Context: an optimization exercise on an open-source flow, tuned for small area. The choices shown serve that exercise and are no tape-out recipe.
The RTL was checked by simulation tests, not by an equivalence proof against the original design.
No driver is modelled on the clock port, so clocking that relies on it looks cheaper here than on a real chip.
Power is estimated from default activity; no workload was simulated.

==> flow/design.v (excerpt) <==
module spiMemorySlave
#(
    parameter int waitTime = 3
) (
    input  logic clk,
    input  logic arstN,
    input  logic sclk,
    input  logic csN,
    input  logic mosi,
    output logic miso,
    output logic misoOe
);
For scale: about 1300 cells after synthesis, roughly 1100 flip-flops, roughly 7 I/O pins, roughly 0.024 mm2 of cells after synthesis.
export LEC_CHECK = 0
export CAP_MARGIN = 20
export CORE_MARGIN = 2
export CORE_UTILIZATION = 40
export CTS_BUF_LIST = sky130_fd_sc_hd__clkbuf_16
export CTS_CLUSTER_DIAMETER = 60
export CTS_CLUSTER_SIZE = 32
export SLEW_MARGIN = 20
create_clock -name core_clock -period 8.0 [get_ports {clk}]
run.sh (not shown) runs the stock make flow with config.mk's settings and CLKGATE_MAP_FILE= SYNTH_SCRIPT=/design/flow/synth_recipe.tcl, a recipe that flattens the netlist after the stock synthesis.
Then changed:
CORE_UTILIZATION = 55   (was 40)
CTS_CLUSTER_DIAMETER = 45   (was 60)
CTS_CLUSTER_SIZE = 28   (was 32)
Critical path depth does not change.
Clock-buffer cell count came out higher by 23.
Wire length came out higher by 4.9%.
Then changed:
==> flow/flow/run.sh (new file) <==
#!/bin/bash
# standard layout, with the clock tree built without dummy loads
set -euo pipefail
export CTS_ARGS="-sink_clustering_enable -repair_clock_nets -dont_use_dummy_load -buf_list sky130_fd_sc_hd__clkbuf_16 -sink_clustering_size 32 -sink_clustering_max_diameter 60"
bash standard.sh > standard_make.log 2>&1
==> flow/standard.sh (new file) <==
#!/bin/bash
# synth_recipe.tcl (not shown) runs the flow's synth.tcl, then flattens the netlist and writes it again
# the make line also repeats each setting of config.mk as NAME=value (left out here)
make -C /OpenROAD-flow-scripts/flow DESIGN_CONFIG=/design/flow/config.mk WORK_HOME=/design/flow/orfs CLKGATE_MAP_FILE= SYNTH_SCRIPT=/design/flow/synth_recipe.tcl "${@:-finish}"
CORE_UTILIZATION = 40   (was 55)
CTS_BUF_LIST = default   (was sky130_fd_sc_hd__clkbuf_16)
CTS_CLUSTER_DIAMETER = default   (was 45)
CTS_CLUSTER_SIZE = default   (was 28)
removed: flow/run.sh
- The new run finished clean
- worst hold slack gets worse by 0.046 ns
- fmax goes down by 0.96%
- power falls by 13%
- cell area went down by 3.5%
- routed wire length drops by 5.2%
- cell count grows by 8.3%
Then changed:
==> flow/flow/run.sh (replaced) <==
#!/bin/bash
# standard layout, with the clock tree built without dummy loads
set -euo pipefail
export CTS_ARGS="-sink_clustering_enable -repair_clock_nets -dont_use_dummy_load -buf_list sky130_fd_sc_hd__clkbuf_16 -sink_clustering_size 36 -sink_clustering_max_diameter 80"
bash standard.sh > standard_make.log 2>&1
=> The changed run went through all stages and came out clean; total power falls by 2.6%; core utilization fell by 0.35 points; count of clock-buffer cells in the layout is lower by 8; clock skew is higher by 0.013 ns; wire length came out lower by 0.35%; worst hold slack barely changes; cell area fell by 0.79%; worst setup slack loses 0.038 ns; die area does not change.

---

spiMemorySlave, a different RTL version from the one above (not shown whole).
For scale: roughly 1100 flip-flops, roughly 7 I/O pins, ~23000 um^2 of cells after synthesis.
export LEC_CHECK = 0
export CAP_MARGIN = 20
export CORE_MARGIN = 2
export CORE_UTILIZATION = 40
export SLEW_MARGIN = 20
create_clock -name core_clock -period 8.0 [get_ports {clk}]
standard.sh (not shown) runs the stock make flow with config.mk's settings and CLKGATE_MAP_FILE= SYNTH_SCRIPT=/design/flow/synth_recipe.tcl, a recipe that flattens the netlist after the stock synthesis.
==> flow/flow/run.sh <==
#!/bin/bash
# standard layout, with the clock tree built without dummy loads
set -euo pipefail
export CTS_ARGS="-sink_clustering_enable -repair_clock_nets -dont_use_dummy_load -buf_list sky130_fd_sc_hd__clkbuf_16 -root_buf sky130_fd_sc_hd__clkbuf_8 -tree_buf sky130_fd_sc_hd__clkbuf_8 -sink_clustering_buffer sky130_fd_sc_hd__clkbuf_16 -sink_clustering_size 38 -sink_clustering_max_diameter 80"
export BUFFER_PORTS_ARGS="-buffer_cell sky130_fd_sc_hd__buf_1"
bash standard.sh > standard_make.log 2>&1
Then changed:
==> flow/flow/run.sh (replaced) <==
#!/bin/bash
# standard layout; the clock tree is built without dummy loads, with
# clkbuf_16 leaves and clkbuf_8 above them, and the ports get buf_1 buffers
set -euo pipefail
export CTS_ARGS="-sink_clustering_enable -repair_clock_nets -dont_use_dummy_load -buf_list sky130_fd_sc_hd__clkbuf_16 -sink_clustering_size 36 -sink_clustering_max_diameter 80 -root_buf sky130_fd_sc_hd__clkbuf_8 -tree_buf sky130_fd_sc_hd__clkbuf_8 -sink_clustering_buffer sky130_fd_sc_hd__clkbuf_16"
export BUFFER_PORTS_ARGS="-buffer_cell sky130_fd_sc_hd__buf_1"
bash standard.sh > standard_make.log 2>&1
Result: Via count stays flat; sequential share of layout area is about the same; design area hardly moves; utilization barely changes; area after synthesis is unchanged; total power climbs by 0.37%; die area is unchanged.
Then changed:
==> flow/flow/run.sh (replaced) <==
#!/bin/bash
# standard layout, with the clock tree built without dummy loads
set -euo pipefail
export CTS_ARGS="-sink_clustering_enable -repair_clock_nets -dont_use_dummy_load -buf_list sky130_fd_sc_hd__clkbuf_16 -root_buf sky130_fd_sc_hd__clkbuf_8 -tree_buf sky130_fd_sc_hd__clkbuf_8 -sink_clustering_buffer sky130_fd_sc_hd__clkbuf_16 -sink_clustering_size 36 -sink_clustering_max_diameter 60"
export BUFFER_PORTS_ARGS="-buffer_cell sky130_fd_sc_hd__buf_1"
bash standard.sh > standard_make.log 2>&1
Result: Critical path depth does not change. Non-clock buffer count is unchanged. Total power grows slightly. First-iteration DRC count shrinks by a few percent. Routed wire length barely changes. Final area grows slightly.
Then changed:
==> flow/flow/run.sh (replaced) <==
#!/bin/bash
# standard layout, with the clock tree built without dummy loads
set -euo pipefail
export CTS_ARGS="-sink_clustering_enable -repair_clock_nets -dont_use_dummy_load -buf_list sky130_fd_sc_hd__clkbuf_16 -root_buf sky130_fd_sc_hd__clkbuf_8 -tree_buf sky130_fd_sc_hd__clkbuf_8 -sink_clustering_buffer sky130_fd_sc_hd__clkbuf_16 -sink_clustering_size 40 -sink_clustering_max_diameter 60"
export BUFFER_PORTS_ARGS="-buffer_cell sky130_fd_sc_hd__buf_1"
bash standard.sh > standard_make.log 2>&1
The new run finished clean.
Synthesized cell count is unchanged.
Sequential share of layout area stays flat.
Cell area is about the same.
Global-route usage hardly moves.
Worst setup slack degrades by 9.5 ps.
Final cell count is about the same.
Utilization barely changes.
Area after synthesis stays the same.

---

Setup of onyx:
The RTL this note starts from:
==> flow/design.v <==
module inputConditioner #(
    parameter int waitTime = 3,
    parameter logic resetLevel = 1'b0
) (
    input  logic clk,
    input  logic arstN,
    input  logic noisy,
    output logic conditioned,
    output logic risingEdge,
    output logic fallingEdge
);
    localparam int cntWidth = (waitTime < 1) ? 1 : $clog2(waitTime + 1);
    logic syncMeta;
    logic syncOut;
    logic [cntWidth-1:0] stableCnt;
    always_ff @(posedge clk or negedge arstN) begin
        if (!arstN) begin
            syncMeta <= resetLevel;
            syncOut  <= resetLevel;
        end else begin
            syncMeta <= noisy;
            syncOut  <= syncMeta;
        end
    end
    logic accepted;
    always_ff @(posedge clk or negedge arstN) begin
        if (!arstN) begin
            conditioned <= resetLevel;
        end else if ((syncOut != conditioned) && (stableCnt == cntWidth'(waitTime))) begin
            conditioned <= syncOut;
        end
    end
    always_ff @(posedge clk) begin
        accepted <= 1'b0;
        if (syncOut == conditioned) begin
            stableCnt <= '0;
        end else if (stableCnt == cntWidth'(waitTime)) begin
            stableCnt <= '0;
            accepted  <= 1'b1;
        end else begin
            stableCnt <= stableCnt + 1'b1;
        end
    end
    assign risingEdge  = accepted && conditioned;
    assign fallingEdge = accepted && !conditioned;
endmodule
module spiMemorySlave
#(
    parameter int waitTime = 3
) (
    input  logic clk,
    input  logic arstN,
    input  logic sclk,
    input  logic csN,
    input  logic mosi,
    output logic miso,
    output logic misoOe
);
    localparam logic [2:0] stIdle      = 3'd0;
    localparam logic [2:0] stGetAddr   = 3'd1;
    localparam logic [2:0] stReadShift = 3'd2;
    localparam logic [2:0] stWrShift   = 3'd3;
    localparam logic [2:0] stWaitCs    = 3'd4;
    logic csClean;
    logic sclkRise;
    logic sclkFall;
    logic mosiClean;
    inputConditioner #(
        .waitTime  (waitTime),
        .resetLevel(1'b1)
    ) csCond (
        .clk        (clk),
        .arstN      (arstN),
        .noisy      (csN),
        .conditioned(csClean),
        .risingEdge (),
        .fallingEdge()
    );
    inputConditioner #(
        .waitTime  (waitTime),
        .resetLevel(1'b0)
    ) sclkCond (
        .clk        (clk),
        .arstN      (arstN),
        .noisy      (sclk),
        .conditioned(),
        .risingEdge (sclkRise),
        .fallingEdge(sclkFall)
    );
    inputConditioner #(
        .waitTime  (waitTime),
        .resetLevel(1'b0)
    ) mosiCond (
        .clk        (clk),
        .arstN      (arstN),
        .noisy      (mosi),
        .conditioned(mosiClean),
        .risingEdge (),
        .fallingEdge()
    );
    logic [2:0] state;
    logic [2:0] bitCnt;
    logic       shiftEn;
    logic       lastBit;
    assign shiftEn = sclkRise &&
                     ((state == stGetAddr) || (state == stWrShift) || (state == stReadShift));
    assign lastBit = shiftEn && (bitCnt == 3'd7);
    logic [6:0] addr;
    logic [7:0] dataReg;
    logic [2:0] wAddrHi;
    logic       wPending;
    logic [4:0]    phase;
    logic          clearing;
    logic [1023:0] mem;
    logic [1023:0] memNext;
    logic [3:0]    ins;
    logic [7:0]    insData;
    logic          wIns;
    logic [6:0]    wAddr;
    logic          eq3;
    logic          eq4;
    always_ff @(posedge clk or negedge arstN) begin
        if (!arstN) begin
            state    <= stIdle;
            wPending <= 1'b0;
        end else begin
            if (wIns) begin
                wPending <= 1'b0;
            end
            if (csClean) begin
                state <= stIdle;
            end else begin
                case (state)
                    stIdle: begin
                        state <= stGetAddr;
                    end
                    stGetAddr: begin
                        if (lastBit) begin
                            state <= mosiClean ? stReadShift : stWrShift;
                        end
                    end
                    stReadShift: begin
                        if (lastBit) begin
                            state <= stWaitCs;
                        end
                    end
                    stWrShift: begin
                        if (lastBit) begin
                            state    <= stWaitCs;
                            wPending <= 1'b1;
                        end
                    end
                    stWaitCs: begin
                        state <= stWaitCs;
                    end
                    default: begin
                        state <= stIdle;
                    end
                endcase
            end
        end
    end
    always_ff @(posedge clk) begin
        if (csClean || (state == stIdle)) begin
            bitCnt <= '0;
        end else if (shiftEn) begin
            bitCnt <= bitCnt + 1'b1;
        end
    end
    always_ff @(posedge clk) begin
        for (int i = 0; i < 7; i++) begin
            if (shiftEn && (state == stGetAddr) && (bitCnt == 3'(6 - i))) begin
                addr[i] <= mosiClean;
            end
        end
        if (lastBit && (state == stWrShift)) begin
            wAddrHi <= addr[6:4];
        end
    end
    always_ff @(posedge clk or negedge arstN) begin
        if (!arstN) begin
            phase    <= '0;
            clearing <= 1'b1;
        end else begin
            phase <= phase + 1'b1;
            if (phase == 5'd31) begin
                clearing <= 1'b0;
            end
        end
    end
    assign wAddr   = {wAddrHi, addr[3:0]};
    assign eq3     = (phase[2:0] == addr[2:0]);
    assign eq4     = eq3 && (phase[3] == addr[3]);
    assign wIns    = wPending && eq4 && (phase[4] == wAddrHi[0]);
    assign insData = dataReg;
    for (genvar r = 0; r < 4; r++) begin : gRing
        assign ins[r] = clearing || (wIns && (wAddr[6:5] == 2'(r)));
        assign memNext[(r*32)*8 +: 8] = ins[r] ? insData : mem[(r*32+31)*8 +: 8];
        for (genvar k = 1; k < 32; k++) begin : gSlot
            assign memNext[(r*32+k)*8 +: 8] = mem[(r*32+k-1)*8 +: 8];
        end
    end
    always_ff @(posedge clk) begin
        mem <= memNext;
    end
    logic [15:0] tap7;
    logic [7:0]  tap6;
    logic [7:0]  tap5;
    logic [19:0] tapLow;
    logic [1:0]  sel7;
    logic        sel65;
    logic        rdEn;
    for (genvar r = 0; r < 4; r++) begin : gTap
        for (genvar j = 0; j < 4; j++) begin : gT7
            assign tap7[r*4+j] = mem[(r*32+8*j+7)*8 + 7];
        end
        for (genvar j = 0; j < 2; j++) begin : gT65
            assign tap6[r*2+j] = mem[(r*32+16*j+15)*8 + 6];
            assign tap5[r*2+j] = mem[(r*32+16*j+15)*8 + 5];
        end
        for (genvar b = 0; b < 5; b++) begin : gTL
            assign tapLow[b*4+r] = mem[(r*32+31)*8 + b];
        end
    end
    assign sel7  = phase[4:3] - addr[4:3] - 2'd1;
    assign sel65 = ~(phase[4] ^ addr[4]);
    assign rdEn = ((state == stGetAddr) && (bitCnt == 3'd7)) || (state == stReadShift);
    always_ff @(posedge clk or negedge arstN) begin
        if (!arstN) begin
            dataReg <= '0;
        end else if (shiftEn && (state == stWrShift)) begin
            dataReg <= {dataReg[6:0], mosiClean};
        end else if (rdEn) begin
            if (eq3) begin
                dataReg[7] <= tap7[{addr[6:5], sel7}];
            end
            if (eq4) begin
                dataReg[6] <= tap6[{addr[6:5], sel65}];
                dataReg[5] <= tap5[{addr[6:5], sel65}];
            end
            if (eq4 && (phase[4] == addr[4])) begin
                for (int b = 0; b < 5; b++) begin
                    dataReg[b] <= tapLow[b*4 + addr[6:5]];
                end
            end
        end
    end
    always_ff @(posedge clk or negedge arstN) begin
        if (!arstN) begin
            miso   <= 1'b0;
            misoOe <= 1'b0;
        end else if (csClean) begin
            miso   <= 1'b0;
            misoOe <= 1'b0;
        end else if (sclkFall) begin
            if (state == stReadShift) begin
                miso   <= dataReg[~bitCnt];
                misoOe <= 1'b1;
            end else begin
                miso   <= 1'b0;
                misoOe <= 1'b0;
            end
        end
    end
endmodule
export LEC_CHECK = 0
export CAP_MARGIN = 20
export CORE_MARGIN = 2
export CORE_UTILIZATION = 40
export SLEW_MARGIN = 20
create_clock -name core_clock -period 8.0 [get_ports {clk}]
==> flow/flow/run.sh <==
#!/bin/bash
# standard layout, with the clock tree built without dummy loads
set -euo pipefail
export CTS_ARGS="-sink_clustering_enable -repair_clock_nets -dont_use_dummy_load -buf_list sky130_fd_sc_hd__clkbuf_16 -root_buf sky130_fd_sc_hd__clkbuf_8 -tree_buf sky130_fd_sc_hd__clkbuf_8 -sink_clustering_buffer sky130_fd_sc_hd__clkbuf_16 -sink_clustering_size 36 -sink_clustering_max_diameter 80 -clustering_unbalance_ratio 0.2"
export BUFFER_PORTS_ARGS="-buffer_cell sky130_fd_sc_hd__buf_1"
bash standard.sh > standard_make.log 2>&1
No stage failed in onyx, and the final checks on the layout all came back clean.
Input changes introduced in indigo (baseline for comparison: onyx):
==> flow/flow/run.sh <==
#!/bin/bash
# standard layout, with the clock tree built without dummy loads
set -euo pipefail
export CTS_ARGS="-sink_clustering_enable -repair_clock_nets -dont_use_dummy_load -buf_list sky130_fd_sc_hd__clkbuf_16 -root_buf sky130_fd_sc_hd__clkbuf_8 -tree_buf sky130_fd_sc_hd__clkbuf_8 -sink_clustering_buffer sky130_fd_sc_hd__clkbuf_16 -sink_clustering_size 36 -sink_clustering_max_diameter 80 -clustering_unbalance_ratio 1.0"
export BUFFER_PORTS_ARGS="-buffer_cell sky130_fd_sc_hd__buf_1"
bash standard.sh > standard_make.log 2>&1
--- outcome ---
indigo reached the final stage; the timing, DRC and antenna checks on its layout passed.
Between onyx and indigo, the data required time of the critical path does not differ in any meaningful way.
indigo ends up with a wire length of the first global-routing pass that is 190 um lower than in onyx.
met2 demand-to-capacity share in global routing of onyx is on par with indigo.
Leftover overflow at the end of global routing: indigo vs onyx — no meaningful difference
Looking at indigo and onyx, the clock transition at the registers of the reported paths is a wash.
Going from onyx to indigo, minimum setup slack in the final design went up by 0.12 ns; post-layout net count was more or less identical; maximum achievable frequency went up by 4.4%.
Input changes introduced in amber (baseline for comparison: indigo):
==> flow/flow/run.sh <==
#!/bin/bash
# standard layout; the clock tree is built without dummy loads, with
# clkbuf_16 leaves and clkbuf_8 above them, then each leaf buffer is shrunk
# to the smallest clkbuf that keeps its clock-pin slew in margin; the ports
# get buf_1 buffers
set -euo pipefail
here=$(pwd)
export CTS_ARGS="-sink_clustering_enable -repair_clock_nets -dont_use_dummy_load -buf_list sky130_fd_sc_hd__clkbuf_16 -sink_clustering_size 36 -sink_clustering_max_diameter 80 -root_buf sky130_fd_sc_hd__clkbuf_8 -tree_buf sky130_fd_sc_hd__clkbuf_8 -sink_clustering_buffer sky130_fd_sc_hd__clkbuf_16"
export BUFFER_PORTS_ARGS="-buffer_cell sky130_fd_sc_hd__buf_1"
export POST_CTS_TCL="$here/flow/leaf_resize.tcl"
bash standard.sh > standard_make.log 2>&1
==> flow/flow/leaf_resize.tcl (new file) <==
# After clock tree synthesis: give each leaf clock buffer the smallest clkbuf
# that keeps the estimated slew at its flip-flop clock pins under a margin.
set leaf_slew_limit 0.110
set leaf_cells {sky130_fd_sc_hd__clkbuf_4 sky130_fd_sc_hd__clkbuf_8}
set block [ord::get_db_block]
estimate_parasitics -placement

proc leaf_worst_slew { inst } {
  set net [[$inst findITerm X] getNet]
  set worst 0
  foreach it [$net getITerms] {
    if { [$it isOutputSignal] } { continue }
    set p [get_pins "[[$it getInst] getName]/[[$it getMTerm] getName]"]
    set s [get_property $p slew_max]
    if { $s > $worst } { set worst $s }
  }
  return $worst
}

foreach inst [$block getInsts] {
  set orig [[$inst getMaster] getName]
  if { ![string match "clkbuf_leaf_*" [$inst getName]] } { continue }
  set done 0
  foreach cell $leaf_cells {
    replace_cell $inst $cell
    estimate_parasitics -placement
    set s [leaf_worst_slew $inst]
    if { $s <= $leaf_slew_limit } {
      puts "leaf_resize: [$inst getName] $orig -> $cell slew [format %.4f $s]"
      set done 1
      break
    }
  }
  if { !$done } {
    replace_cell $inst $orig
    estimate_parasitics -placement
    puts "leaf_resize: [$inst getName] keeps $orig slew [format %.4f [leaf_worst_slew $inst]]"
  }
}
Results
- Comparing indigo against amber, there is no change at all in number of buffers inserted by port buffering.
- Comparing amber with indigo, the area of placed instances came out essentially unchanged.
- The number of library cell types mapped by synthesis on indigo is in line with that on amber.
- Status(amber) = ERROR, stage = 4_1_cts

==> static timing again, ports no longer ideal <==
Ports are ideal in the flow. The routed layouts listed here were re-timed in OpenROAD.
Step 1: set_driving_cell puts a clkbuf_16 on clk and a buf_2 on each other input, an assumption about the parent block.
Step 2 times the ports against the registers' clock, not the clock port: input delays grow and output delays shrink by t, the midpoint of the rising clock arrivals with the driver on.
Slacks: ideal ports / drivers / drivers and shift; pairs: ideal ports / drivers.
run | shift t [ns] | slack for setup (ns) | hold slack, ns | latest minus earliest clock arrival (ns)
the first run of note 1 | 0.633 | 4.884 / 4.831 / 5.463 | 0.306 / 0.306 / 0.306 | 0.032 / 0.033
the second run of note 1 | 0.636 | 4.950 / 4.899 / 5.535 | 0.311 / 0.311 / 0.311 | 0.038 / 0.038
the third run of note 1 | 0.612 | 4.920 / 4.870 / 5.482 | 0.265 / 0.265 / 0.265 | 0.063 / 0.062
the fourth run of note 1 | 0.611 | 4.882 / 4.825 / 5.436 | 0.263 / 0.263 / 0.263 | 0.095 / 0.094
the first run of note 2 | 0.677 | 5.220 / 5.168 / 5.570 | 0.249 / 0.249 / 0.249 | 0.107 / 0.106
the second run of note 2 | 0.702 | 5.217 / 5.166 / 5.552 | 0.276 / 0.276 / 0.276 | 0.067 / 0.067
the third run of note 2 | 0.707 | 5.242 / 5.189 / 5.552 | 0.268 / 0.268 / 0.268 | 0.104 / 0.105
the fourth run of note 2 | 0.714 | 5.232 / 5.182 / 5.533 | 0.269 / 0.269 / 0.269 | 0.102 / 0.102
onyx | 0.734 | 5.094 / 5.043 / 5.555 | 0.127 / 0.127 / 0.127 | 0.228 / 0.228
indigo | 0.702 | 5.217 / 5.166 / 5.552 | 0.276 / 0.276 / 0.276 | 0.067 / 0.067
After both steps every run listed still meets setup and hold.
